Source: an optimization exercise on an open RTL-to-GDS flow (aim: small area, a short achievable clock period and few clock cycles). Production flows keep margins and buffers that such runs may drop.
The RTL was checked by simulation tests, not by an equivalence proof against the original design.

==> flow/design.v <==
`timescale 1ns/1ps
`default_nettype none
module modarith_unit (
    input  logic         clk,
    input  logic         rst_n,
    input  logic         start,
    input  logic [1:0]   op,
    input  logic [127:0] a,
    input  logic [127:0] b,
    input  logic [127:0] m,
    output logic         busy,
    output logic         done,
    output logic [127:0] res_value,
    output logic         res_err
);
    localparam int K     = 2;                       
    localparam int NSTEP = 64;                      
    localparam int BW    = 128;
    localparam int SW    = 132;                     
    localparam int IW    = SW + K;                  
    localparam int P     = 122;                     
    localparam int EW    = 10;                      
    localparam int MP    = 2;                       
    localparam int BIAS  = 1;
    localparam int QMIN  = -2;
    localparam int NQ    = 8;                       
    localparam int NT    = NQ - 1;                  
    localparam int MHW   = 128 - P + MP;            
    localparam int TW    = EW + 8;                  
    localparam int CW    = 7;                       
    localparam logic [3:0] ST_IDLE  = 4'd0,
                           ST_MSTEP = 4'd1,   
                           ST_MFIN  = 4'd2,   
                           ST_FIX   = 4'd3,   
                           ST_ADD1  = 4'd4,   
                           ST_ADD2  = 4'd5,   
                           ST_SUB1  = 4'd6,   
                           ST_FSTEP = 4'd7,   
                           ST_FP1   = 4'd8,   
                           ST_FSUB  = 4'd9,   
                           ST_MSET  = 4'd10,  
                           ST_MAPP  = 4'd11;  
    logic [127:0]  ra, rm;
    logic [BW-1:0] rb;
    logic [SW-1:0] S, C;
    logic [CW-1:0] cnt;
    logic [3:0]    st;
    logic          sub_r;    
    logic          czero_r;  
    logic          last_r;   
    logic          err_r;
    logic accept;
    assign accept = start & (~busy | done);
    logic do_step;
    assign do_step = (st == ST_MSTEP) | (st == ST_FSTEP);
    logic [NQ-1:0] qoh;
    logic          q_p, q_n1, q_n2, q_inc, q_l;
    logic [SW-1:0] m_s;
    assign m_s = {{(SW-128){1'b0}}, rm};
    logic [SW-1:0] t_h, t_l;
    assign t_h = ({SW{q_p}} & (m_s << 1)) | ({SW{q_n1}} & ~(m_s << 1)) | ({SW{q_n2}} & ~(m_s << 2));
    assign t_l = {SW{q_l}} & ~m_s;
    logic [SW-1:0] xa, ya, xb, yb, maja, majb;
    assign xa   = S ^ C ^ t_h;
    assign maja = (S & C) | (S & t_h) | (C & t_h);
    assign ya   = {maja[SW-2:0], q_inc};
    assign xb   = xa ^ ya ^ t_l;
    assign majb = (xa & ya) | (xa & t_l) | (ya & t_l);
    assign yb   = {majb[SW-2:0], q_l};
    logic [IW-1:0] xb4, yb4, pp1, pp0, xc, yc, xd, yd, majc, majd;
    assign xb4  = {xb, 2'b00};
    assign yb4  = {yb, 2'b00};
    assign pp1  = rb[BW-1] ? {{(IW-129){1'b0}}, ra, 1'b0} : '0;
    assign pp0  = rb[BW-2] ? {{(IW-128){1'b0}}, ra} : '0;
    assign xc   = xb4 ^ yb4 ^ pp1;
    assign majc = (xb4 & yb4) | (xb4 & pp1) | (yb4 & pp1);
    assign yc   = {majc[IW-2:0], 1'b0};
    assign xd   = xc ^ yc ^ pp0;
    assign majd = (xc & yc) | (xc & pp0) | (yc & pp0);
    assign yd   = {majd[IW-2:0], 1'b0};
    logic [SW-1:0] step_s, step_c;
    assign step_s = xd[SW-1:0];
    assign step_c = yd[SW-1:0];
    logic [MHW-1:0] mh;
    assign mh = rm[127 -: MHW];
    logic [K-1:0] nd;             
    assign nd = do_step ? rb[BW-K-1 -: K] : rb[BW-1 -: K];
    logic [IW-1:0] a1, a0;
    assign a1 = {{(IW-129){1'b0}}, ra, 1'b0};
    assign a0 = {{(IW-128){1'b0}}, ra};
    logic [EW-1:0] ppt;           
    assign ppt = (nd[1] ? a1[P +: EW] : '0) + (nd[0] ? a0[P +: EW] : '0);
    logic [EW-1:0] s_t, c_t;
    assign s_t = xb[P-K +: EW];
    assign c_t = yb[P-K +: EW];
    logic [NT-1:0][EW-1:0] nth, nth_n;
    logic [NT-1:0]         th;
    for (genvar t = 0; t < NT; t++) begin : g_th
        localparam int CJ = 2 * (QMIN + 1 + t) - 1;
        logic signed [TW-1:0] cj, mhs, prod, thr;
        logic [EW-1:0] x1, y1, m1, tsum;
        assign cj    = TW'(CJ);
        assign mhs   = {{(TW-MHW){1'b0}}, mh};
        assign prod  = cj * mhs;
        assign thr   = (prod >>> (MP + 1)) - TW'(BIAS);
        assign nth_n[t] = ppt - thr[EW-1:0];
        assign x1    = s_t ^ c_t ^ nth[t];
        assign m1    = (s_t & c_t) | (s_t & nth[t]) | (c_t & nth[t]);
        assign y1    = {m1[EW-2:0], 1'b0};
        assign tsum  = x1 + y1;
        assign th[t] = ~tsum[EW-1];
    end
    always_ff @(posedge clk) nth <= nth_n;
    logic qen;
    assign qen = (st == ST_MSTEP);
    logic [NQ:0]   thx;
    logic [NQ-1:0] eq, qoh_n;
    always_comb begin
        thx = {1'b0, th, 1'b1};
        for (int v = 0; v < NQ; v++) eq[v] = thx[v] & ~thx[v+1];
        qoh_n = qen ? eq : NQ'(1 << (-QMIN));
    end
    always_ff @(posedge clk) begin
        qoh   <= qoh_n;
        q_p   <= qen & ~th[1];               
        q_n1  <= qen & th[3] & ~th[5];       
        q_n2  <= qen & th[5];                
        q_inc <= qen & th[3];
        q_l   <= qen & (eq[1] | eq[3] | eq[5] | eq[7]);   
    end
    logic [SW-1:0] cpa;
    assign cpa = S + (C ^ {SW{sub_r}}) + {{(SW-1){1'b0}}, sub_r};
    logic neg;
    assign neg = cpa[SW-1];
    logic addsub_in;
    assign addsub_in = ~op[1];
    always_ff @(posedge clk) begin
        if (do_step) begin
            S <= step_s;
            C <= step_c;
        end else if (st == ST_MAPP) begin
            S <= xb;
            C <= yb;
        end else if (accept) begin
            S <= {{(SW-128){1'b0}}, a & {128{addsub_in}}};
            C <= {{(SW-128){1'b0}}, b & {128{addsub_in}}};
        end else begin
            S <= cpa;
            C <= czero_r ? '0 : {{(SW-128){1'b0}}, rm};
        end
        if (accept) begin
            ra <= a;
            rm <= m;
            rb <= {{(BW-128){1'b0}}, b};
            cnt <= CW'(NSTEP - 1);
            err_r <= (op == 2'd3);
        end else if (do_step) begin
            rb <= rb << K;
            cnt <= cnt - 1'b1;
        end
    end
    logic [3:0] st_n;
    logic       sub_n, czero_n, last_n, done_n;
    always_comb begin
        st_n    = ST_IDLE;
        sub_n   = 1'b0;
        czero_n = 1'b0;
        last_n  = last_r;
        done_n  = 1'b0;
        case (st)
            ST_MSET:  st_n = ST_MSTEP;
            ST_MSTEP: st_n = (cnt == '0) ? ST_MAPP : ST_MSTEP;
            ST_MAPP:  st_n = ST_MFIN;
            ST_MFIN, ST_ADD2, ST_SUB1: begin
                if (neg) st_n = ST_FIX;
                else     done_n = 1'b1;
            end
            ST_FIX:  done_n = 1'b1;
            ST_ADD1: begin st_n = ST_ADD2; sub_n = 1'b1; end
            ST_FSTEP: begin st_n = ST_FP1; last_n = (cnt == '0); end
            ST_FP1:  begin st_n = ST_FSUB; sub_n = 1'b1; end
            ST_FSUB: begin
                if (sub_r) begin
                    st_n = ST_FSUB;
                    if (neg) czero_n = 1'b1;   
                    else     sub_n   = 1'b1;
                end else if (last_r) begin
                    done_n = 1'b1;
                end else begin
                    st_n = ST_FSTEP;
                end
            end
            default: ;
        endcase
        if (accept) begin
            last_n = 1'b0;
            case (op)
                2'd0: begin st_n = ST_ADD1; end
                2'd1: begin st_n = ST_SUB1; sub_n = 1'b1; end
                2'd2: begin st_n = m[127] ? ST_MSET : ST_FSTEP; czero_n = 1'b1; end
                default: begin st_n = ST_IDLE; done_n = 1'b1; end
            endcase
        end
    end
    always_ff @(posedge clk or negedge rst_n) begin
        if (!rst_n) begin
            st      <= ST_IDLE;
            sub_r   <= 1'b0;
            czero_r <= 1'b0;
            last_r  <= 1'b0;
            busy    <= 1'b0;
            done    <= 1'b0;
        end else begin
            st      <= st_n;
            sub_r   <= sub_n;
            czero_r <= czero_n;
            last_r  <= last_n;
            busy    <= accept | (busy & ~done);
            done    <= done_n;
        end
    end
    assign res_value = S[127:0];
    assign res_err   = err_r;
endmodule
`default_nettype wire
==> flow/flow/run.sh <==
#!/bin/bash
# The standard layout (the standard.sh: standard synthesis, floorplan,
# placement, CTS, routing, finish) with a larger setup slack margin for
# ORFS's timing repair, so the repair keeps working on the critical paths
# after the design's 10.5 ns clock is met.  The constraints are the standard flow's own.
set -euo pipefail
bash standard.sh SETUP_SLACK_MARGIN=6.5 finish > standard_sh.log 2>&1
==> flow/standard.sh <==
#!/bin/bash
# synth_recipe.tcl (not shown) runs the flow's synth.tcl, then flattens the netlist and writes it again
# the make line also repeats each setting of config.mk as NAME=value (left out here)
make -C /OpenROAD-flow-scripts/flow DESIGN_CONFIG=/design/flow/config.mk WORK_HOME=/design/flow/orfs CLKGATE_MAP_FILE= SYNTH_SCRIPT=/design/flow/synth_recipe.tcl "${@:-finish}"
==> flow/config.mk <==
export PLATFORM = sky130hd
export DESIGN_NAME = modarith_unit
export DESIGN_NICKNAME = modarith_unit
export VERILOG_FILES = /design/flow/design.v
export SDC_FILE = /design/flow/constraint.sdc
export NUM_CORES = 4
export LEC_CHECK = 0
export CAP_MARGIN = 40
export CORE_MARGIN = 2
export CORE_UTILIZATION = 55
export SLEW_MARGIN = 40
==> flow/constraint.sdc <==
create_clock -name core_clock -period 10.5 [get_ports {clk}]
set_input_delay 2.1000 -clock core_clock [delete_from_list [all_inputs] [get_ports {clk}]]
set_output_delay 2.1000 -clock core_clock [all_outputs]
set_load 0.01 [all_outputs]
==> reports/summary.md, run 1 <==
When the netlist entered floorplanning its net count stood at 7751. Slack of the worst reg-to-reg path: 6050 ps. The worst reg-to-reg path cell count is 17, and the final worst clock skew is 28.3 ps. After legalization and detailed placement, the total HPWL measured 154000 um. The run gives 0 as the post-route antenna net violation count. The area growth from synthesis to layout is 26.3%. For this configuration, the core starts out at a cell density of 55.5%.

For the total congestion overflow after global routing, the log shows 0. In the post-synthesis netlist, the biggest area contributors are sky130_fd_sc_hd__fa_1 (19%), sky130_fd_sc_hd__edfxtp_1 (19%), sky130_fd_sc_hd__dfxtp_1 (11%). Along the worst path, the maximum fanout reaches 8.

Fill cells in the final layout number 8471. The path type of the worst min-delay path was flop to flop. Final hold analysis gives a worst-case slack of 509 ps. The worst setup path is of the flop to flop kind. The die height was 339 um.

Post-synth design cell area: 61600 um2. The logs give 111000 um2 for the placeable core area and 0 for the total setup violations reported at the end of the flow. The non-filler instance count after layout is 8497. The worst pin sits at a relative slew slack of 39.8%. After synthesis, the mean cell area works out to 9.59 um2. The number of cells on the worst hold path was 2; the overall die area was 115000 um2. The H-tree generated during clock tree synthesis spans 3 levels. Prior to clock tree synthesis, the placed netlist has a worst setup slack of 4370 ps.

The library cell used most frequently in the layout, excluding fill and tap cells, is sky130_fd_sc_hd__nand2_1. In the routed design, unresolved DRC markers number 0. The first-pass iteration count of the detailed router is 7, and the final-stage net count is 8250. sky130_fd_sc_hd__fa_1 takes more of the synthesized area than any other cell. Summing all multi-input logic gate instances after layout gives 44000 um2. Of the cells placed in the final design, the portion with a size suffix greater than 1 is 16.9%. The area share of the leading cell type in the synthesized netlist was 19.2%. Clock tree synthesis selected as its root buffer the cell sky130_fd_sc_hd__clkbuf_16. The run gives 53841 as the via count of the first global-routing pass.

The worst register-to-register path begins at q_n1. The top cell types in the final layout, fill and taps aside, are sky130_fd_sc_hd__nand2_1 (791), sky130_fd_sc_hd__o21ai_0 (581), sky130_fd_sc_hd__fa_1 (567), sky130_fd_sc_hd__clkdlybuf4s50_1 (515), sky130_fd_sc_hd__edfxtp_1 (385). The count of max-cap constraint violations is 0, and the highest clock frequency the design can meet is 225 MHz. The run gives 93 as the post-synthesis cell type count.

The final clock period utilization by the worst path is 42.3%. Setup slack closes at 6050 ps. The startpoint class of the critical path is a flop. Async set-or-reset flop fraction in the synthesized netlist: 1.22%. The logs give 30.4% for the sequential cell area fraction in the yosys report and 0 for the count of endpoints failing hold in the final timing report.

The worst path in the final design needs a cycle of 4450 ps, including I/O delays and setup. Across the whole layout, storage elements account for 18700 um2. The routed layout has 53447 vias.

The clock reaches the later pin of the worst-skew pair after 710 ps. The number of placed instances, taps included, is 7967. In the routed layout, each cell is associated on average with a via count of 6.29.

520 I/O pins were placed. Synthesis handed over a netlist of 6425 instances. Count of warnings emitted by yosys: 1. At the worst endpoint, the required time is 11090 ps. Counting every sink on the clock net gives 740.

The number of enable flip-flop cells after synthesis is 385. The die is 339 um wide. The worst hold path begins at cnt[5].

The run finished with no timing, DRC or antenna violations. The routed length per instance is 26.8 um. Setup repair after global routing could not meet its margin everywhere.

The number of port buffers works out to 519. The post-synthesis register bit count is 740. The worst hold path terminates at cnt[5]. For the number of CTS-inserted buffers, the log shows 90.

The tools report the count of standard-cell rows as 122. The setup total negative slack was 0 ps. Entering global routing, the biggest net connects 101 pins.

The first-iteration detailed-routing DRC count was 5522; the data arrival time of the critical path was 5030 ps. For this design, the CTS-stage hold fixing added 0 buffers. The routability-driven placement congestion ratio was 1.03; the first-pass GRT wire length was 338000 um. TritonCTS built the clock tree. The logs give 0 for the max-slew violation count and 38.4% for the aggregate global-route resource usage.

STA classifies the critical path endpoint as a flop. Prevailing post-synth register cell: sky130_fd_sc_hd__edfxtp_1. No sink is reached through more buffers than the 3 on the longest clock path. Summed over all layers, the routed wires come to 228000 um. After clock tree synthesis, the clock-pin slew on the worst setup and hold paths is 60 ps.

The endpoint identified for the worst register-to-register timing path is q_l. For the pin with the worst max-slew slack, the measured transition is 903 ps. For the initial antenna violation count, the log shows 17.
-- metrics by stage --
| step | instance area (um2) | util, % |
|---|---|---|
| after floorplan | 61800 | - |
| after global placement | 66800 | 60.2 |
| after detailed placement | 66900 | 60.3 |
| after CTS | 75000 | 67.6 |
| after global routing | 77800 | 70.1 |
| final | 77800 | 70.1 |
-- layer usage --
layer / vias up / track usage, % / wire length [um]
met2: 2969 / 60.8 / 104000
met5: - / 0 / 27
li1: 23351 / - / -
met4: 4 / 16.8 / 12100
met3: 622 / 8.59 / 22300
met1: 26501 / 50.8 / 89200
-- critical path: stages, from the launching register on --
cell	delay, ps
sky130_fd_sc_hd__dfxtp_4	400
sky130_fd_sc_hd__buf_4	190
sky130_fd_sc_hd__mux2i_1	150
sky130_fd_sc_hd__o21ai_0	170
sky130_fd_sc_hd__fa_2	580
sky130_fd_sc_hd__fa_2	590
sky130_fd_sc_hd__fa_1	450
sky130_fd_sc_hd__ha_1	330
sky130_fd_sc_hd__nand2_1	90
sky130_fd_sc_hd__nor2_1	50
sky130_fd_sc_hd__o21ai_0	170
sky130_fd_sc_hd__nand2b_1	120
sky130_fd_sc_hd__a21oi_2	220
sky130_fd_sc_hd__a2bb2oi_2	180
sky130_fd_sc_hd__a21oi_1	110
sky130_fd_sc_hd__xnor2_1	220
sky130_fd_sc_hd__o32a_1	210
sky130_fd_sc_hd__a31oi_1	80
-- kinds of logic after synthesis --
logic type | synth area share, %
xor+xnor | 5.53
simple gates | 13.8
buf+inv | 5.44
compound gates | 16.4
flops | 30.4
mux | 2.23
fa+ha+maj | 26.2
-- cells in the mapped netlist (all sizes together) (226+ instances only) --
master	instances
a21oi	331
dfxtp	346
edfxtp	385
ha	347
xor2	226
inv	241
o21ai	707
and2	266
fa	590
clkbuf	335
nor2	349
nand2	814
-- flip-flops by register name, summed over array words and instances (netlist names) --
name,cells
q_n1,1
nth,70
err_r,1
done,1
q_n2,1
ra,128
C,132
last_r,1
q_inc,1
czero_r,1
cnt,7
S,132
rm,128
busy,1
rb,128
st,4
q_l,1
q_p,1
sub_r,1
-- how the worst max path moves through the flow --
stage,startpoint,end,slack (ps)
global placement,start,S[116],4270
detailed placement,start,S[126],4370
CTS,rm[121],q_l,6160
finish,q_n1,q_l,6050
floorplan,start,S[116],5860
global route,rm[120],q_l,5930
-- repair_timing --
action | in CTS | in global routing
resized for setup | 597 | 421
setup endpoints to repair | 551 | 262
pin swaps | 239 | 304
buffers inserted | 239 | 93
gates cloned | 19 | 2
-- final cells by class --
class | count | share of cell area, %
Clock inverter | 40 | 0.526
Timing Repair inverter | 3 | 0.0434
Antenna cell | 9 | 0.0289
Inverter | 241 | 1.27
Multi-Input combinational cell | 4933 | 56.6
Sequential cell | 740 | 24.1
Timing Repair Buffer | 915 | 11.9
Clock buffer | 128 | 3.26
Tap cell | 1488 | 2.39
Testbench counts, summed over its fixed seeds: cycles 18,776.
==> run 2, diff against run 1 <==
==> flow/flow/run.sh (replaced) <==
#!/bin/bash
# The standard layout (the standard.sh: standard synthesis, floorplan,
# placement, CTS, routing, finish) with two changes to how it is made:
#  - a larger setup slack margin for ORFS's timing repair, so the repair keeps
#    working on the critical paths after the design's 10.5 ns clock is met;
#  - every port still gets its own buffer, but a plain sky130 buf_1 instead
#    of the delay cell buffer_ports picks by default (the resizer upsizes it
#    where a port needs more drive).
# The constraints and every other setting are the standard flow's own.
set -euo pipefail
bash standard.sh SETUP_SLACK_MARGIN=6.5 \
    'BUFFER_PORTS_ARGS=-buffer_cell sky130_fd_sc_hd__buf_1' \
    finish > standard_sh.log 2>&1
==> reports/summary.md, run 2 <==
The detailed-placement wirelength estimate was 155000 um; the placed instance area was 63700 um2. After synthesis, flip-flops and latches occupy 30.4% of the total area. Summed over its instances, the top area cell type makes up 19.2% of the synthesized netlist area.

Summing all multi-input logic gate instances after layout gives 43400 um2. The first detailed-routing pass ran for 8 iterations. Sorting the synthesized cells by area gives the leading types as sky130_fd_sc_hd__fa_1 (19%), sky130_fd_sc_hd__edfxtp_1 (19%), sky130_fd_sc_hd__dfxtp_1 (11%).

The post-route cell area was 73500 um2; the count of max-cap constraint violations was 0. The setup total negative slack is 0 ps. The aggregate global-route resource usage was 37.1%; the total area of sequential cells was 18700 um2.

The arithmetic-cell share of the synthesized area counting full adders, half adders and majority gates works out to 26.2%. In the finished design, the share of the clock period the worst path needs comes to 42.7%. The run gives 0 as the max-slew violation count. In the synthesized netlist, the number of instances is 6425. The required time of the worst setup path is 11110 ps, and the number of fill cells is 9194.

TritonCTS built the clock tree. Based on the critical path, the design can be clocked at up to 223 MHz. The flow ran to the end and the layout has no timing, DRC or antenna violations. For this run, design rule violations remaining after detail routing come to 0. For this run, the post-layout net count is 8214. In this run the worst path has a maximum fanout of 7. Entering global routing, the biggest net connects 185 pins. The count of standard-cell rows is 122. Master cell of the clock root buffer: sky130_fd_sc_hd__clkbuf_16.

First-pass GRT wire length: 327000 um. The worst slack at placement is 4810 ps, and the number of enable flip-flop cells after synthesis is 385. The total area inside the core boundary comes to 111000 um2. For the pin with the worst max-slew slack, the measured transition is 1080 ps. Path type of the worst min-delay path: flop to flop. Measured against the total synthesized area, the mux share comes to 2.23%. From synthesis to final layout, the design area changed by 19.3%.

Routability-driven placement finished with a final weighted congestion of 1.01. The per-instance average area after synthesis is 9.59 um2, and the synthesized net count is 7751. In the synthesized netlist the async set-or-reset flop fraction comes to 1.22%. The minimum clock period was 4480 ps. In this run, the number of DRC markers left after iteration 0 of detailed routing was 5021. Share of final-layout standard cells stronger than drive strength 1: 15.1%. The critical setup path kind was flop to flop. The most area-hungry cell type in the Yosys netlist is sky130_fd_sc_hd__fa_1. The mapped netlist covers 61600 um2.

The post-synthesis register bit count is 740, and the simple-gate area share of the yosys netlist is 13.8%. The average via count per standard cell was 6.18. The library cells used most frequently in the layout, excluding fill and tap cells, are sky130_fd_sc_hd__nand2_1 (793), sky130_fd_sc_hd__o21ai_0 (602), sky130_fd_sc_hd__fa_1 (571), sky130_fd_sc_hd__buf_1 (520), sky130_fd_sc_hd__edfxtp_1 (385).

Setup violations remaining at the end of the flow were counted as 0. The number of port buffers was 519; the worst-case headroom to the max-slew limit was 28.3%.

Setup repair after global routing could not meet its margin everywhere. Summing the areas of all xor and xnor instances in the mapped netlist gives 5.53% of the synthesized area. Detailed-route via count: 52314. The library cell used most frequently in the layout, excluding fill and tap cells, is sky130_fd_sc_hd__nand2_1.

Leaving out filler cells and counting taps, the final layout contains 8466. The total congestion overflow after global routing came out at 0. The most used flip-flop cell after synthesis is sky130_fd_sc_hd__edfxtp_1.

The largest family of logic cells by synthesized area was adder cells. The sink count of the clock tree is 740, and the clock slew at the register clock pins of the worst setup and hold paths is 60 ps. For the worst setup path, the data arrival time is 5090 ps.

The largest registers in the layout are C x132, S x132. In this run the vertical extent of the chip is 339 um. The startpoint class of the critical path is a flop. The count of warnings emitted by yosys was 1.

The number of placed instances, taps included, is 7961. The die covers 115000 um2. For the effective utilization at floorplan, the log shows 55.5%.

The H-tree generated during clock tree synthesis spans 3 levels. Among all cell types in the netlist, the one instantiated most often is sky130_fd_sc_hd__nand2_1. The post-synthesis cell type count was 93. Pin placement for this block handled 520 I/O pins. Number of CTS-inserted buffers: 88. The count of nets left with antenna violations once routing finished came out at 0. The run gives 0 as the count of endpoints failing hold in the final timing report. The floorplan step set the die width to 339 um.

For the worst-skew pair, the clock arrives at the later sink with an insertion delay of 690 ps. Buffers inserted to repair hold after CTS numbered 0. By count the netlist is led by sky130_fd_sc_hd__nand2_1 (814), sky130_fd_sc_hd__o21ai_0 (684), sky130_fd_sc_hd__fa_1 (590). The kind of end point of the critical path is a flop.

The synthesized netlist devotes 16.4% of its cell area to compound gates. The initial antenna violation count is 19, and the routed length per instance is 25.9 um. The total wire length after detailed routing was 219000 um; the maximum count of clock buffers along a single path was 3. Setup slack on the critical path of the routed design comes to 6020 ps. Across the routed clock network, the largest skew measured is 23.0 ps.

For the via count of the first global-routing pass, the log shows 52765.
## run 2: what timing repair did
action / 4_1_cts / 5_1_grt
resized for setup: 412 / 421
endpoints found under the setup margin: 382 / 147
gates cloned: 12 / 3
pin swaps: 161 / 264
setup buffers: 176 / 133
## run 2: logic make-up after synthesis
logic type                 count (synthesis)
AOI/OAI and AO/OA                       1621
xor gates and xnor gates                 389
adders and majority gates                937
buffers and inverters                    757
DFF                                      740
muxes                                    137
and+or+nand+nor                         1844
## run 2: final timing paths
kind                          from      to  slack, ps  cells past startpoint
min in group asynchronous    rst_n    busy       1480                      1
max                        rm[121]     q_l       6020                     19
min                         cnt[5]  cnt[5]        510                      2
max reg2reg                rm[121]     q_l       6020                     19
max in group asynchronous    rst_n   sub_r       8430                      1
min reg2reg                 cnt[5]  cnt[5]        510                      2
## run 2: metrics by stage
stage                     utilization, %  hold slack, ps
after global placement              57.3             485
after CTS                           63.3             504
final                               66.3             505
after detailed placement            57.4             485
after floorplan                        -             463
after global routing                66.2             535
## run 2: per-layer routing
layer,share of wire (%),track usage [%],wire length [um],up-vias
li1,-,-,-,23319
met5,0.0096,0,21,-
met1,41,50.0,89200,26107
met4,4.6,14.4,10100,4
met3,8.3,6.62,18200,471
met2,46,59.7,102000,2413
## run 2: final cells by class
| class | count | share of cell area, % |
|---|---|---|
| Clock buffer | 125 | 3.42 |
| Inverter | 241 | 1.36 |
| Sequential cell | 740 | 25.5 |
| Antenna cell | 16 | 0.0545 |
| Multi-Input combinational cell | 4931 | 59.0 |
| Tap cell | 1488 | 2.53 |
| Timing Repair inverter | 1 | 0.0102 |
| Timing Repair Buffer | 885 | 7.57 |
| Clock inverter | 39 | 0.589 |
## run 2: critical path: stages, from the launching register on
cell and delay (ps):
sky130_fd_sc_hd__edfxtp_1 420, sky130_fd_sc_hd__buf_12 160, sky130_fd_sc_hd__mux2i_1 160, sky130_fd_sc_hd__o21ai_2 100
sky130_fd_sc_hd__fa_1 470, sky130_fd_sc_hd__fa_2 600, sky130_fd_sc_hd__inv_6 80, sky130_fd_sc_hd__fa_1 510
sky130_fd_sc_hd__inv_1 50, sky130_fd_sc_hd__ha_1 270, sky130_fd_sc_hd__nand2_1 50, sky130_fd_sc_hd__nor2_1 90
sky130_fd_sc_hd__o21a_1 170, sky130_fd_sc_hd__o21ai_2 80, sky130_fd_sc_hd__a21oi_2 180, sky130_fd_sc_hd__nor4_2 70
sky130_fd_sc_hd__buf_4 130, sky130_fd_sc_hd__o31a_1 290, sky130_fd_sc_hd__o32a_1 350, sky130_fd_sc_hd__a31oi_1 170
==> run 3, diff against run 2 <==
--- a/flow/flow/run.sh
+++ b/flow/flow/run.sh
@@ -8,6 +8,6 @@
 #    where a port needs more drive).
 # The constraints and every other setting are the standard flow's own.
 set -euo pipefail
-bash standard.sh SETUP_SLACK_MARGIN=6.5 \
+bash standard.sh SETUP_SLACK_MARGIN=6 \
     'BUFFER_PORTS_ARGS=-buffer_cell sky130_fd_sc_hd__buf_1' \
     finish > standard_sh.log 2>&1
--- a/flow/config.mk
+++ b/flow/config.mk
@@ -7,5 +7,6 @@
 export LEC_CHECK = 0
 export CAP_MARGIN = 40
 export CORE_MARGIN = 2
-export CORE_UTILIZATION = 55
+export CORE_UTILIZATION = 65
+export CTS_BUF_LIST = sky130_fd_sc_hd__clkbuf_8
 export SLEW_MARGIN = 40
==> reports/summary.md, run 3 <==
Timing analysis after detailed placement gives a worst setup slack of 4340 ps. At the end of the flow, the number of nets in the layout was 8024. Averaged over all synthesized cells, the footprint is 9.59 um2.

In this run the worst setup path begins at q_n1. For the routability-driven placement congestion ratio, the log shows 0.984. The synthesized instance count came out at 6425.

The count of endpoints failing hold in the final timing report was 0; the buffer and inverter count on the worst path was 4. The required time of the worst setup path came out at 11270 ps. Across the routed clock network, the largest skew measured is 36.9 ps. Data arrives at the worst endpoint at 5480 ps. The synthesized design devotes to its leading area cell type 19.2% of total area. The share of final-layout standard cells stronger than drive strength 1 works out to 7.46%. The first-pass iteration count of the detailed router is 9. The async set-or-reset flop fraction in the synthesized netlist is 1.22%, and the H-tree depth is 4. The post-synthesis cell type count was 93; the count of standard-cell rows was 112. The initial antenna violation count came out at 28. The critical path goes through buf_16 > mux2i_1 > o21ai_1 > fa_1 > fa_2 > clkinvlp_4 > buf_4 > fa_1 > inv_1 > ha_1 > nor2_1 > a21oi_2 > o41ai_2 > xnor2_1 > o32a_1 > a31oi_1. For this run the aggregate overflow at the end of global routing stands at 0. The largest registers in the layout are C x132, S x132. In the global route stage, met3 resource usage came out at 10.5%. The worst-case headroom to the max-slew limit came out at 33.1%. The via count of the first global-routing pass came out at 52298. sky130_fd_sc_hd__fa_1 takes more of the synthesized area than any other cell. In this run, synthesis produced a sequential element count of 740. The detailed router finished its first iteration with 5849 violations. The kind of cell with the highest combined delay along the critical path is adder cells. The clock drives 740 sinks. CTS placed an instance of sky130_fd_sc_hd__clkbuf_8 at the clock tree root. The logs give 5790 ps for the post-route worst setup slack and 97300 um2 for the overall die area. For the count of warnings emitted by yosys, the log shows 1. Summing the sequential cell areas from Yosys gives 30.4% of the chip area.

Input and output buffers added on the ports amount to 519. The wire-length estimate of the detail-placed layout is 147000 um. Setup repair after global routing could not meet its margin everywhere. The synthesis-to-finish area growth is 10.1%, and the remaining design rule violation count is 0. The critical path depth in cells works out to 16. The tools report the beginning of the worst register-to-register path as q_n1.

Critical setup path kind: flop to flop. After global routing, the most crowded layer is met2. The worst setup path is launched from a flop. After the flow finishes, the layout carries non-filler instances totaling 8082. The tools report the detailed-route via count as 52290. Yosys instantiated no cell more often than sky130_fd_sc_hd__nand2_1. The first global-routing pass estimated 307000 um of wire. Leaving out fill and tap cells, the most frequent cells in the layout are sky130_fd_sc_hd__nand2_1 (806), sky130_fd_sc_hd__o21ai_0 (667), sky130_fd_sc_hd__fa_1 (579), sky130_fd_sc_hd__buf_1 (517), sky130_fd_sc_hd__edfxtp_1 (385). The placed instances occupy a cell area of 63300 um2. The tool flagged a number of max-cap violations equal to 0. The detail route stage leaves a number of antenna-violating nets equal to 0.

Counting instances in the post-synthesis netlist gives the leading cell types as sky130_fd_sc_hd__nand2_1 (814), sky130_fd_sc_hd__o21ai_0 (684), sky130_fd_sc_hd__fa_1 (590). The highest net fanout along the worst path is 36, and the clock slew at the register clock pins of the worst setup and hold paths is 60 ps. For this configuration, the core starts out at a cell density of 65.9%. Max-slew violation count: 0. The later-pin clock latency in the skew report came out at 860 ps.

Leaving out fill and tap cells, the most frequent cell in the layout is sky130_fd_sc_hd__nand2_1. The run finished with no timing, DRC or antenna violations. Highest clock frequency the design can meet: 212 MHz. Path type of the worst min-delay path: flop to flop. The synthesized net count is 7751. Among all stages on the critical path, the largest delay is contributed by sky130_fd_sc_hd__fa_2.

By area the synthesized netlist is led by sky130_fd_sc_hd__fa_1 (19%), sky130_fd_sc_hd__edfxtp_1 (19%), sky130_fd_sc_hd__dfxtp_1 (11%). The worst reg-to-reg path cell count came out at 16. The most numerous cell type found on the critical path is sky130_fd_sc_hd__fa_1. Summing all non-filler instances in the final layout gives an area of 67900 um2. Measured along the y axis, the die boundary spans 312 um. At the pin with the least slew margin, the transition time is 1000 ps.

The average via count per standard cell works out to 6.47. After layout, the worst path uses 44.8% of the clock period. The hold path startpoint was rb[19]. Prevailing post-synth register cell: sky130_fd_sc_hd__edfxtp_1. The met2 global-route usage was 63.8%.

In this run, CTS created clock tree buffers numbering 137. The setup total negative slack is 0 ps. The instance count after placement with tap cells included came out at 7728. The tools report the aggregate global-route resource usage as 41.0%. The region available for standard cell placement spans 93600 um2.

The routed design has 207000 um of wire. The post-synth design cell area was 61600 um2; the stage delay of the slowest cell on the critical path was 650 ps. In the global route stage, met1 resource usage came out at 53.3%. The number of cells on the worst hold path came out at 2. The kind of end point of the critical path was a flop. TritonCTS built the clock tree.

The die boundary width is 312 um, and the total setup violations reported at the end of the flow is 0. Counting flops with a built-in enable in the synthesized netlist gives 385. For the cts-stage hold buffer count, the log shows 0.

After detailed routing, the average wire length per cell comes to 25.6 um. The clock passes through at most 3 buffers. Entering global routing, the biggest net connects 167 pins.

520 I/O pins were placed. Minimum clock period: 4710 ps.
-- run 3: cell counts after synthesis --
No cell type changed its count.
-- run 3: worst reg2reg max path: cells and delay by family (launching register included) --
family	cells	cell delay (ps)
fa+ha+maj	4	1760
compound gates	5	1160
buf+inv	4	730
flops	1	490
simple gates	1	190
xor+xnor	1	160
mux	1	140
-- run 3: cell type report --
cell class              count  area, um2
clock inverters           103        568
repair inverters            2       16.3
diodes                     16       40.0
well taps                1254       1570
inverters                 241        985
multi-input cells        4933      40600
repair buffers            643       3320
clock buffers             150       2060
fillers                  7160      25700
flip-flops and latches    740      18700
-- run 3: stage by stage --
step	hold slack (ps)	utilization, %
global placement	493	67.5
CTS	509	71.3
global route	539	72.5
finish	510	72.5
detailed placement	487	67.7
floorplan	463	-
-- run 3: final timing paths --
| path | end | slack [ps] |
|---|---|---|
| setup reg to reg | q_l | 5790 |
| hold reg to reg | rb[21] | 510 |
| max in group asynchronous | sub_r | 8980 |
| setup / recovery | q_l | 5790 |
| hold / removal | rb[21] | 510 |
| min in group asynchronous | busy | 1170 |
-- run 3: what timing repair did --
action | CTS | global route
setup buffers | 31 | 41
gates resized for setup | 89 | 139
gates cloned | 6 | 6
endpoints found under the setup margin | 391 | 220
pin swaps | 9 | 38
-- run 3: logic make-up (layout without fill, tap and decap cells) --
kind of cell | count (synthesis) | in the layout | share of synthesized area [%]
AND/OR/NAND/NOR | 1844 | 1849 | 13.8
buffers and inverters | 757 | 1139 | 5.44
multiplexers | 137 | 137 | 2.23
other | 0 | 16 | 0
AO/OA/AOI/OAI | 1621 | 1621 | 16.4
flip-flops | 740 | 740 | 30.4
adder cells (fa/ha/maj) | 937 | 937 | 26.2
XOR/XNOR | 389 | 389 | 5.53
-- run 3: layer usage --
metal | wire [um] | part of all wire [%]
met2 | 93600 | 45
met4 | 11200 | 5.4
met5 | 171 | 0.083
met1 | 78200 | 38
met3 | 23400 | 11
==> run 4, diff against run 3 <==
--- a/flow/config.mk
+++ b/flow/config.mk
@@ -5,8 +5,8 @@
 export SDC_FILE = /design/flow/constraint.sdc
 export NUM_CORES = 4
 export LEC_CHECK = 0
-export CAP_MARGIN = 40
+export CAP_MARGIN = 20
 export CORE_MARGIN = 2
 export CORE_UTILIZATION = 65
 export CTS_BUF_LIST = sky130_fd_sc_hd__clkbuf_8
-export SLEW_MARGIN = 40
+export SLEW_MARGIN = 20
==> reports/summary.md, run 4 <==
The run finished with no timing, DRC or antenna violations. Leaving out fill and tap cells, the most frequent cell in the layout is sky130_fd_sc_hd__nand2_1. The first detailed-routing pass ran for 9 iterations. The max-slew violation count was 0; the count of endpoints failing hold in the final timing report was 0. For this run, asynchronously set or reset flops after synthesis account for 1.22%. The synthesized netlist contains 93 unique library cells. The total setup violations reported at the end of the flow came out at 0.

The final route contains 52426 vias. The floorplan step defined a core boundary enclosing 93600 um2. Cell with the most instances after synthesis: sky130_fd_sc_hd__nand2_1. For this run, the leading register cell type out of synthesis is sky130_fd_sc_hd__edfxtp_1. Effective utilization at floorplan: 65.9%. The count of standard-cell rows is 112. The clock slew at the register clock pins of the worst setup and hold paths is 70 ps, and the final-stage net count is 8020. The run gives 4 as the H-tree depth.

Startpoint class of the critical path: a flop. In the final timing run, aggregate negative setup slack is 0 ps. After detailed routing, the average wire length per cell comes to 25.6 um. The count of max-cap constraint violations came out at 0.

The run gives 207000 um as the total wire length after detailed routing. The worst setup path is of the flop to flop kind. Data arrives at the worst endpoint at 5450 ps. The aggregate global-route resource usage was 41.2%. After layout, the minimum clock period comes to 4700 ps. The cell count after synthesis came out at 6425. Counting tap cells, the placed design contains a total of 7726 instances.

TritonCTS built the clock tree. The post-route antenna net violation count came out at 0. The worst-case headroom to the max-slew limit was 18.7%.

The largest total area in the synthesized netlist belongs to sky130_fd_sc_hd__fa_1. In this run the most used layer during global routing was met2. Of the post-synthesis cell area, the dominant cell type holds 19.2%.

In the layout the commonest cells are sky130_fd_sc_hd__nand2_1 (807), sky130_fd_sc_hd__o21ai_0 (666), sky130_fd_sc_hd__fa_1 (578), sky130_fd_sc_hd__buf_1 (518), sky130_fd_sc_hd__edfxtp_1 (385). The tightest min-delay check is of the flop to flop type. Per-instance average area after synthesis: 9.59 um2. The number of nets in the synthesized netlist is 7751. The commonest cells after synthesis are sky130_fd_sc_hd__nand2_1 (814), sky130_fd_sc_hd__o21ai_0 (684), sky130_fd_sc_hd__fa_1 (590).

The non-filler instance count after layout is 8075, and the number of port buffers is 519. The clock drives 740 sinks. The post-synth design cell area is 61600 um2.

The overall die area was 97300 um2; the maximum count of clock buffers along a single path was 3. The synthesized design contains 385 enable-type register cells. The count of warnings emitted by yosys is 1, and the transition time at the pin with the least slew margin is 1220 ps. Global routing used 64.2% of the available met2 tracks. After legalization and detailed placement, the total HPWL measured 146000 um. Global routing finished with a remaining overflow of 0. For this block, the initial DRC count from the detailed router was 6277. The congestion estimate from routability-driven global placement came to 0.984. The met1 global-route usage was 54.1%. The master cell of the clock root buffer is sky130_fd_sc_hd__clkbuf_8.

For this run, the register share of the synthesized area comes to 30.4%. The run gives 27 as the initial antenna violation count. The kind of end point of the critical path is a flop. The run gives 213 MHz as the highest clock frequency the design can meet. The largest registers in the layout are C x132, S x132. Maximum number of pins on one net before global-route repair: 167.

Of the cells placed in the final design, the portion with a size suffix greater than 1 is 7.20%. I/O pin count: 520. Highest net fanout along the worst path: 10. In this run, post-CTS hold repair placed 0 buffers. Measured along the x axis, the die boundary spans 312 um.

The clock arrives with 34.2 ps of skew. The synthesis-to-finish area growth works out to 9.88%. Of the available clock period, the critical path in the final layout requires 44.7%.

The tools report the later-pin clock latency in the skew report as 870 ps. The die is 312 um tall. Setup repair after global routing could not meet its margin everywhere. After synthesis the netlist holds a flip-flop and latch count of 740. In the routed design, unresolved DRC markers number 0. At the worst endpoint, the required time is 11250 ps.

In the global route stage, met3 resource usage came out at 10.4%. The tools report the first-pass GRT wire length as 309000 um. The via count of the first global-routing pass is 52194. The average via count per standard cell came out at 6.49. Sorting the synthesized cells by area gives the leading types as sky130_fd_sc_hd__fa_1 (19%), sky130_fd_sc_hd__edfxtp_1 (19%), sky130_fd_sc_hd__dfxtp_1 (11%). The number of clock buffers added by TritonCTS is 135.

Measured on the finished design, the core utilization comes to 72.4%.
==> run 4: cell count changes in the layout (fill, tap and decap cells not counted), sizes merged <==
cell / before / now
inv: 286 / 288
bufinv: 5 / 6
clkinv: 41 / 32
diode: 16 / 15
clkbuf: 155 / 156
buf: 637 / 636
==> run 4: area by class of cell <==
class	instances	area (um2)
clock inverters	97	581
clock buffers	152	2090
well taps	1254	1570
multi-input cells	4933	40500
repair inverters	2	16.3
repair buffers	641	3250
fillers	7190	25900
inverters	241	977
flip-flops and latches	740	18700
diodes	15	37.5
==> run 4: timing repair <==
item                       CTS  global route
gates resized for setup     87           125
setup endpoints to repair  500           297
gates cloned                 6             7
pin swaps                   10            41
buffers inserted            34            38
==> run 4: metrics by stage <==
step	worst slack (ps)	instance area, um2	hold slack, ps
after global placement	4310	63200	493
after CTS	5810	66800	511
after detailed placement	4130	63200	492
after global routing	5690	67700	539
after floorplan	5860	61700	463
final	5800	67700	512
==> run 4: cell families (layout without fill, tap and decap cells) <==
family / Yosys count / after routing / share of synthesized area (%)
simple gates: 1844 / 1849 / 13.8
buf+inv: 757 / 1133 / 5.44
other cells: 0 / 15 / 0
xor+xnor: 389 / 389 / 5.53
flops: 740 / 740 / 30.4
mux: 137 / 137 / 2.23
compound gates: 1621 / 1621 / 16.4
fa+ha+maj: 937 / 937 / 26.2
==> run 4: critical path: stages, from the launching register on <==
cell and delay (ps):
sky130_fd_sc_hd__edfxtp_1 380, sky130_fd_sc_hd__inv_1 490, sky130_fd_sc_hd__a221oi_1 260, sky130_fd_sc_hd__fa_1 530, sky130_fd_sc_hd__inv_1 60, sky130_fd_sc_hd__fa_1 720, sky130_fd_sc_hd__inv_1 290, sky130_fd_sc_hd__fa_1 560
sky130_fd_sc_hd__inv_1 60, sky130_fd_sc_hd__ha_1 200, sky130_fd_sc_hd__o41ai_2 460, sky130_fd_sc_hd__xnor2_2 230, sky130_fd_sc_hd__o32a_1 230, sky130_fd_sc_hd__a31oi_1 100
==> run 4: path summary, 6_finish.rpt <==
kind / from / end / slack, ps / cells after the start
max: rm[126] / q_l / 5800 / 13
min: rb[123] / rb[125] / 510 / 2
max reg2reg: rm[126] / q_l / 5800 / 13
min reg2reg: rb[123] / rb[125] / 510 / 2
max in group asynchronous: rst_n / sub_r / 8530 / 1
min in group asynchronous: rst_n / busy / 1330 / 1
==> run 4: routing by layer <==
layer / routed length (um) / up-vias
met5: 107 / -
met4: 11000 / 18
met3: 24300 / 638
met2: 93700 / 3452
met1: 78000 / 25395
li1: - / 22923
==> run 5, diff against run 4 <==
--- a/flow/design.v
+++ b/flow/design.v
@@ -21,7 +21,7 @@
     localparam int P     = 122;                     
     localparam int EW    = 10;                      
     localparam int MP    = 2;                       
-    localparam int BIAS  = 1;
+    localparam int BIAS  = 2;
     localparam int QMIN  = -2;
     localparam int NQ    = 8;                       
     localparam int NT    = NQ - 1;                  
@@ -90,15 +90,39 @@
     assign a0 = {{(IW-128){1'b0}}, ra};
     logic [EW-1:0] ppt;           
     assign ppt = (nd[1] ? a1[P +: EW] : '0) + (nd[0] ? a0[P +: EW] : '0);
+    logic [10:0] u1;
+    logic [13:0] u3, u5;          
+    assign u1 = rm[127 -: 11];
+    always_ff @(posedge clk) begin
+        u3 <= {3'b0, u1} + {2'b0, u1, 1'b0};
+        u5 <= {3'b0, u1} + {1'b0, u1, 2'b0};
+    end
+    logic [NQ-1:0][EW-1:0] p4c;
+    logic [13:0] u2, u4;
+    assign u2 = {2'b0, u1, 1'b0};
+    assign u4 = {1'b0, u1, 2'b0};
+    assign p4c[0] = EW'(u2 >> 3);                  
+    assign p4c[1] = EW'({3'b0, u1} >> 3);          
+    assign p4c[2] = '0;                            
+    assign p4c[3] = EW'(~{3'b0, u1} >> 3);
+    assign p4c[4] = EW'(~u2 >> 3);
+    assign p4c[5] = EW'(~u3 >> 3);
+    assign p4c[6] = EW'(~u4 >> 3);
+    assign p4c[7] = EW'(~u5 >> 3);
+    logic [EW-1:0] p4;
+    always_comb begin
+        p4 = '0;
+        for (int v = 0; v < NQ; v++) p4 = p4 | ({EW{qoh[v]}} & p4c[v]);
+    end
     logic [EW-1:0] s_t, c_t;
-    assign s_t = xb[P-K +: EW];
-    assign c_t = yb[P-K +: EW];
+    assign s_t = S[P-K +: EW];
+    assign c_t = C[P-K +: EW];
     logic [NT-1:0][EW-1:0] nth, nth_n;
     logic [NT-1:0]         th;
     for (genvar t = 0; t < NT; t++) begin : g_th
         localparam int CJ = 2 * (QMIN + 1 + t) - 1;
         logic signed [TW-1:0] cj, mhs, prod, thr;
-        logic [EW-1:0] x1, y1, m1, tsum;
+        logic [EW-1:0] x1, y1, m1, x2, y2, m2, tsum;
         assign cj    = TW'(CJ);
         assign mhs   = {{(TW-MHW){1'b0}}, mh};
         assign prod  = cj * mhs;
@@ -107,7 +131,10 @@
         assign x1    = s_t ^ c_t ^ nth[t];
         assign m1    = (s_t & c_t) | (s_t & nth[t]) | (c_t & nth[t]);
         assign y1    = {m1[EW-2:0], 1'b0};
-        assign tsum  = x1 + y1;
+        assign x2    = x1 ^ y1 ^ p4;
+        assign m2    = (x1 & y1) | (x1 & p4) | (y1 & p4);
+        assign y2    = {m2[EW-2:0], 1'b0};
+        assign tsum  = x2 + y2;
         assign th[t] = ~tsum[EW-1];
     end
     always_ff @(posedge clk) nth <= nth_n;
--- a/flow/flow/run.sh
+++ b/flow/flow/run.sh
@@ -8,6 +8,6 @@
 #    where a port needs more drive).
 # The constraints and every other setting are the standard flow's own.
 set -euo pipefail
-bash standard.sh SETUP_SLACK_MARGIN=6 \
+bash standard.sh SETUP_SLACK_MARGIN=6.5 \
     'BUFFER_PORTS_ARGS=-buffer_cell sky130_fd_sc_hd__buf_1' \
     finish > standard_sh.log 2>&1
==> flow/config.mk (replaced) <==
export PLATFORM = sky130hd
export DESIGN_NAME = modarith_unit
export DESIGN_NICKNAME = modarith_unit
export VERILOG_FILES = /design/flow/design.v
export SDC_FILE = /design/flow/constraint.sdc
export NUM_CORES = 4
export LEC_CHECK = 0
export CAP_MARGIN = 40
export CORE_MARGIN = 2
export CORE_UTILIZATION = 55
export SLEW_MARGIN = 40
==> reports/summary.md, run 5 <==
The flow ran to the end and the layout has no timing, DRC or antenna violations. The root buffer cell chosen for the clock tree is sky130_fd_sc_hd__clkbuf_16. In this run the deepest clock path goes through 3 buffers. Measured along the y axis, the die boundary spans 346 um.

Counting flops with a built-in enable in the synthesized netlist gives 385. The tool flagged a number of max-cap violations equal to 0. By count the netlist is led by sky130_fd_sc_hd__nand2_1 (818), sky130_fd_sc_hd__fa_1 (659), sky130_fd_sc_hd__o21ai_0 (605).

Sequential cells were found to cover 30.0% of the synthesized design area. The largest individual stage delay along the critical path comes from the cell sky130_fd_sc_hd__ha_1. The critical path goes through buf_12 > buf_12 > xor2_1 > ha_1 > nand2_1 > or3_4 > o21ai_2 > o31ai_4 > a31oi_4 > a31oi_4 > o21ai_2 > nand2_2 > nor4_4 > mux2_1 > a21oi_1. The biggest area contributor in the post-synthesis netlist is sky130_fd_sc_hd__fa_1. Buffers inserted during clock tree synthesis total 93.

Counting cells, the worst reg-to-reg path comes to 15. After layout, the worst path uses 41.0% of the clock period. The buffer and inverter count on the worst path came out at 2.

The worst hold slack is 517 ps. The stage delay of the slowest cell on the critical path was 550 ps. The initial antenna violation count is 32. For this run, the leading register cell type out of synthesis is sky130_fd_sc_hd__edfxtp_1.

The final-stage net count is 8460. Number of port buffers: 519. The worst setup path is of the flop to flop kind. The logs give 8682 for the non-filler instance count after layout and 0 for the post-route antenna net violation count. In this run the most critical hold path is launched from rb[101]. Combined area of the multi-input logic cells: 45000 um2. The startpoint identified for the worst register-to-register timing path is sub_r. The setup total negative slack is 0 ps. Average via count per standard cell: 6.19. The routed length per instance came out at 27.2 um. The highest clock frequency the design can meet is 232 MHz.

The post-synthesis cell type count is 94. TritonCTS built the clock tree. The logs give 4950 for the first-iteration detailed-routing DRC count and 6624 for the synthesized instance count.

The run gives 0 as the count of endpoints failing hold in the final timing report. The path class of the tightest hold or removal check is flop to flop. Of the cells placed in the final design, the portion with a size suffix greater than 1 is 15.2%. The via count of the first global-routing pass was 55015; the async set-or-reset flop fraction in the synthesized netlist was 1.17%.

Startpoint class of the critical path: a flop. Setup repair after global routing could not meet its margin everywhere. The sequential cells in the finished layout cover a total of 19300 um2. Yosys instantiated no cell more often than sky130_fd_sc_hd__nand2_1. The path with the worst hold slack has its endpoint at rb[103]. Instance count after placement with tap cells included: 8189. The worst pin sits at a relative slew slack of 37.0%. After synthesis, the cell types taking the most area are sky130_fd_sc_hd__fa_1 (21%), sky130_fd_sc_hd__edfxtp_1 (18%), sky130_fd_sc_hd__dfxtp_1 (12%).

Leaving out fill and tap cells, the most frequent cells in the layout are sky130_fd_sc_hd__nand2_1 (797), sky130_fd_sc_hd__fa_1 (652), sky130_fd_sc_hd__o21ai_0 (557), sky130_fd_sc_hd__buf_1 (517), sky130_fd_sc_hd__edfxtp_1 (385). The floorplan has 125 rows. In this run the critical register-to-register path is captured at S[129].

Setup violations remaining at the end of the flow were counted as 0. When the netlist entered floorplanning its net count stood at 8024. The floorplan step defined a die boundary enclosing 119000 um2. In this run the worst path has a maximum fanout of 8. The transition time at the pin with the least slew margin came out at 936 ps.

STA puts the critical path data required time at 11120 ps. The run gives 116000 um2 as the placeable core area. Summing over every cut layer, the via total after detailed routing is 53762. Entering global routing, the biggest net connects 207 pins. The per-instance average area after synthesis was 9.69 um2. Synthesis inferred 767 register bits. Between clock sinks in the finished design, the worst skew comes to 36.1 ps. Counting the fill cells in the layout gives 9544. The largest registers in the layout are C x132, S x132. After clock tree synthesis, the clock-pin slew on the worst setup and hold paths is 70 ps.

The count of warnings emitted by yosys is 1. The run gives 767 as the sink count of the clock tree. The synthesis-to-finish area growth is 18.9%, and the effective utilization at floorplan is 55.3%. In this run the count of I/O pins placed on the die edge is 520. The floorplan step set the die width to 346 um. The detailed-placement wirelength estimate is 163000 um, and the remaining design rule violation count is 0. The tools report the routability-driven placement congestion ratio as 0.975. The worst setup path is captured at a flop. The first TritonRoute pass finished after 8 iterations. The library cell used most frequently in the layout, excluding fill and tap cells, is sky130_fd_sc_hd__nand2_1. In this run the biggest area consumer among cell types represents 20.5% of the synthesized area.

Hold repair after CTS inserted 0 buffers. The tools report the aggregate global-route resource usage as 38.6%. The family with the most delay on the worst path was compound AO/OA/AOI/OAI gates. The total congestion overflow after global routing was 0. The H-tree was split into 3 levels. The later-pin clock latency in the skew report was 720 ps; the first-pass GRT wire length was 349000 um. The slack of the worst reg-to-reg path is 6190 ps. Max-slew violation count: 0.

The worst path in the final design needs a cycle of 4310 ps, including I/O delays and setup. The number of cells on the worst hold path came out at 2. The total wire length after detailed routing was 236000 um; the post-synth design cell area was 64200 um2. The data arrival time of the critical path was 4930 ps.
[run 5: cell types whose count changed after synthesis, moves of 17 or more]
cell | previous run | this run
sky130_fd_sc_hd__fa_1 | 590 | 659
sky130_fd_sc_hd__dfxtp_1 | 346 | 373
sky130_fd_sc_hd__nor2_1 | 349 | 321
sky130_fd_sc_hd__inv_1 | 241 | 338
sky130_fd_sc_hd__o21ai_1 | 22 | 82
sky130_fd_sc_hd__buf_2 | 22 | 5
sky130_fd_sc_hd__clkbuf_1 | 335 | 367
sky130_fd_sc_hd__o21ai_0 | 684 | 605
[run 5: cell type report]
cell class              instances  area share, %
diodes                         19         0.0623
multi-input cells            4989           58.9
repair buffers                865           7.39
flip-flops and latches        767           25.3
clock buffers                 121           3.33
inverters                     341           1.79
repair inverters                3         0.0328
well taps                    1524           2.50
clock inverters                53          0.734
[run 5: metal layers]
layer  global-route usage (%)  wire length [um]  up-vias
li1                         -                 -    23706
met1                     50.4             93400    26997
met2                     61.7            110000     2446
met3                     8.54             20800      589
met4                     17.5             11900       24
met5                        0               148        -
[run 5: metrics by stage]
stage / setup slack, ps / util (%) / instance area [um2]
after floorplan: 5630 / - / 64400
after global placement: 4000 / 57.0 / 66200
after detailed placement: 4560 / 57.1 / 66300
after CTS: 6240 / 63.6 / 73800
after global routing: 6110 / 65.8 / 76300
final: 6190 / 65.8 / 76300
[run 5: repair_timing]
action / 4_1_cts / 5_1_grt
pin swaps: 221 / 235
resized for setup: 499 / 351
cloned: 15 / 2
setup endpoints to repair: 757 / 279
setup buffers: 191 / 89
[run 5: tightest hold or removal path, stage by stage, from the launching register on]
cell                       delay [ps]
sky130_fd_sc_hd__edfxtp_1         320
sky130_fd_sc_hd__nand2_1           40
sky130_fd_sc_hd__nand2_1           50
[run 5: how the worst max path moves through the flow]
stage,start,endpoint,slack (ps),cells after the start
final,sub_r,S[129],6190,15
after floorplan,start,rb[0],5630,6
after global placement,sub_r,S[129],4000,15
after CTS,sub_r,S[91],6240,19
after global routing,sub_r,S[129],6110,16
after detailed placement,sub_r,S[128],4560,15
[run 5: logic make-up after synthesis]
logic type      count (synthesis)  share of synthesized area (%)
compound gates               1640                           16.2
xor+xnor                      406                           5.54
flops                         767                           30.0
fa+ha+maj                    1011                           27.4
buf+inv                       872                           5.86
mux                           136                           2.13
simple gates                 1792                           12.9
Testbench counts of run 5, summed over its fixed seeds: cycles 18,780.
==> run 6, diff against run 5 <==
--- a/flow/config.mk
+++ b/flow/config.mk
@@ -7,5 +7,7 @@
 export LEC_CHECK = 0
 export CAP_MARGIN = 40
 export CORE_MARGIN = 2
-export CORE_UTILIZATION = 55
+export CORE_UTILIZATION = 70
+export CTS_BUF_LIST = sky130_fd_sc_hd__clkbuf_8
+export GPL_TIMING_DRIVEN = 1
 export SLEW_MARGIN = 40
==> reports/summary.md, run 6 <==
After clock tree synthesis, the clock-pin slew on the worst setup and hold paths is 60 ps. The maximum number of pins on one net before global-route repair is 231, and the first-pass GRT wire length is 345000 um. After the last flow step, the layout net total stands at 8481.

The initialized floorplan defines 111 standard-cell rows. Relative to the synthesized area, the layout overhead comes to 17.5%. Routability-driven placement congestion ratio: 1.00. The master cell of the clock root buffer is sky130_fd_sc_hd__clkbuf_8.

The run gives 6624 as the synthesized instance count. In the synthesized netlist the dominant register cell turns out to be sky130_fd_sc_hd__edfxtp_1. The setup total negative slack is 0 ps. For this run, the register share of the synthesized area comes to 30.0%. Across the routed clock network, the largest skew measured is 44.6 ps. In the global route stage, overall resource usage came out at 48.8%. The routed design could run at a clock period as short as 4800 ps.

The worst setup path is launched from a flop. Cells with a size suffix above 1 make up 16.0% of the layout. For this design, the CTS-stage hold fixing added 0 buffers. The first-iteration detailed-routing DRC count is 9293.

The family with the most delay on the worst path was adder cells. Die height: 307 um. The largest registers in the layout are C x132, S x132. The highest net fanout along the worst path is 6.

In this run the worst hold path is classified as flop to flop. The count of warnings emitted by yosys was 1. The first TritonRoute pass finished after 8 iterations. The tools report the number of CTS-inserted buffers as 140. The synthesized design contains 385 enable-type register cells. The final layout contains routed wiring with a total length of 251000 um. In this design, the stage delay of the slowest critical-path cell is 440 ps. Buffers placed on the I/O ports in this run total 519. Together, buffers and inverters on the worst path number 5. The later-pin clock latency in the skew report was 890 ps. Setup repair after global routing could not meet its margin everywhere. The die is 307 um wide. After synthesis, the netlist uses 94 different library cells.

In the post-synthesis netlist, the cell with the most instances is sky130_fd_sc_hd__nand2_1. No sink is reached through more buffers than the 3 on the longest clock path. Walking the worst path, the cells encountered are inv_4 > nand2_4 > or3_4 > nand2_8 > mux2i_4 > nor2b_1 > ha_2 > fa_2 > buf_6 > xor2_4 > buf_6 > ha_4 > inv_1 > fa_2 > inv_2 > a21oi_4 > o21ai_4 > a21oi_2 > nor2_4 > o21ai_1 > nand2b_1 > a21oi_2 > xnor2_1.

The tools report the data arrival time of the critical path as 5600 ps. The transition time at the pin with the least slew margin came out at 1620 ps. The floorplan step defined a die boundary enclosing 94200 um2. Kind of end point of the critical path: a flop. Before CTS, the worst setup slack after placement is 4690 ps. The routed layout has 58948 vias. The number of nets in the synthesized netlist is 8024. The async set-or-reset flop fraction in the synthesized netlist came out at 1.17%.

On the critical path, the stage with the largest delay is an instance of sky130_fd_sc_hd__dfrtp_2. The run gives 5700 ps as the post-route worst setup slack. Of all cell types, the one taking the most synthesized area is sky130_fd_sc_hd__fa_1. Leaving out fill and tap cells, the most frequent cells in the layout are sky130_fd_sc_hd__nand2_1 (793), sky130_fd_sc_hd__fa_1 (642), sky130_fd_sc_hd__o21ai_0 (562), sky130_fd_sc_hd__buf_1 (518), sky130_fd_sc_hd__edfxtp_1 (385). The max-slew violation count was 4.

Ranked by total cell area, the synthesized netlist is headed by sky130_fd_sc_hd__fa_1 (21%), sky130_fd_sc_hd__edfxtp_1 (18%), sky130_fd_sc_hd__dfxtp_1 (12%). The tools report the count of endpoints failing hold in the final timing report as 0. The logs give 57770 for the via count of the first global-routing pass and 91200 um2 for the placeable core area. The critical setup path kind was flop to flop.

520 I/O pins were placed. Most frequent standard cell in the layout excluding fill and tap cells: sky130_fd_sc_hd__nand2_1. The area share of the leading cell type in the synthesized netlist was 20.5%; the total congestion overflow after global routing was 0. Measured against its own limit, the worst slew margin works out to -8.54%.

Dividing the final minimum period by the clock period gives 45.7%. The routed length per instance works out to 29.8 um. Using the TritonRoute via totals, the vias-per-cell ratio works out to 7.01. Detailed placement ended at an HPWL of 159000 um.

The initial antenna violation count was 30. The flow ran to the end, but the layout failed its checks. The H-tree depth is 4, and the post-route antenna net violation count is 0. The logs give 11290 ps for the required time of the worst setup path and 1 for the count of max-cap constraint violations. After synthesis, the most frequently instantiated cells are sky130_fd_sc_hd__nand2_1 (818), sky130_fd_sc_hd__fa_1 (659), sky130_fd_sc_hd__o21ai_0 (605). For the highest clock frequency the design can meet, the log shows 208 MHz. Once the floorplan was initialized, standard cells occupied 70.4% of the core. TritonCTS built the clock tree.

The remaining design rule violation count was 0; the per-instance average area after synthesis was 9.69 um2. The post-synth design cell area is 64200 um2. A clean result was blocked by max-capacitance violations, max-slew violations. Setup violations remaining at the end of the flow were counted as 0.

The tree built by TritonCTS fans out to 767 sinks. The post-synthesis register bit count is 767.
## run 6: kinds of logic after synthesis
| family | after synthesis | synth area share (%) |
|---|---|---|
| muxes | 136 | 2.13 |
| AOI/OAI and AO/OA | 1640 | 16.2 |
| DFF | 767 | 30.0 |
| and+or+nand+nor | 1792 | 12.9 |
| buffers and inverters | 872 | 5.86 |
| adders and majority gates | 1011 | 27.4 |
| xor gates and xnor gates | 406 | 5.54 |
## run 6: final cells by class
class,count,area [um2]
flip-flops and latches,767,19300
fillers,5339,15800
inverters,341,1370
repair inverters,1,8.76
well taps,1186,1480
repair buffers,842,5370
clock buffers,162,2230
diodes,34,85.1
multi-input cells,4988,45100
clock inverters,93,509
## run 6: layer usage
metal  track usage (%)  routed length [um]
met2              75.9              108000
met4              40.8               28200
met1              56.3               79300
met3              13.7               34000
met5                 0                 674
## run 6: worst paths after layout
kind                              from      end  slack, ps  depth (start not counted)
worst max register to register   st[1]  nth[19]       5700                         23
min in group asynchronous        rst_n    st[0]       1160                          1
max in group asynchronous        rst_n    sub_r       9000                          1
worst max-delay path             st[1]  nth[19]       5700                         23
worst min-delay path            rb[86]   rb[88]        510                          2
worst min register to register  rb[86]   rb[88]        510                          2
## run 6: tightest hold or removal path, cell delays in order, from the launching register on
cell and delay (ps):
sky130_fd_sc_hd__edfxtp_1 320, sky130_fd_sc_hd__nand2_1 40, sky130_fd_sc_hd__nand2_1 50
## run 6: through the flow
step	util, %	instances	hold slack [ps]	instance area (um2)
after detailed placement	72.3	7857	488	66000
after global routing	82.6	8390	532	75400
after CTS	79.0	8256	509	72100
after global placement	72.1	7853	485	65800
final	82.6	8414	510	75400
after floorplan	-	6624	463	64400
## run 6: repair_timing
item | in CTS | in global routing
buffers inserted | 136 | 117
cloned | 8 | 6
endpoints found under the setup margin | 474 | 223
pin swaps | 134 | 252
gates resized for setup | 424 | 452

## separate check: timing with driven ports
No port has a modelled driver above. Below, the same layouts with a new extraction and two added sets of constraints. Step 1 sets driving cells, clkbuf_16 on the clock port and buf_2 on the other inputs (assumed; they add their load-dependent delay and slew). Step 2 moves the port delays by t, midway between the first and last clock arrival at a register: inputs arrive t later, outputs are due t later. That takes back most of the time a late clock gives input paths. Three values: no drivers, after step 1, after step 2; two values: the first two.
run | shift t [ns] | slack for setup (ns) | worst setup path after step 2 | worst slew at a driven data input, ns | cell pins on the clock port's net
run 1 | 0.777 | 6.054 / 6.054 / 5.794 | input to register | 0.19 | 1
run 2 | 0.758 | 6.019 / 6.019 / 5.894 | input to register | 0.17 | 1
run 3 | 0.920 | 5.792 / 5.792 / 5.292 | input to register | 0.18 | 1
run 4 | 0.928 | 5.804 / 5.804 / 5.281 | input to register | 0.16 | 1
run 5 | 0.782 | 6.195 / 6.195 / 5.668 | input to register | 0.19 | 1
run 6 | 0.950 | 5.698 / 5.698 / 5.558 | input to register | 0.31 | 1
For run 5, which loses most, drivers alone change the setup slack by 0.000 ns; drivers and shift together by -0.527 ns.
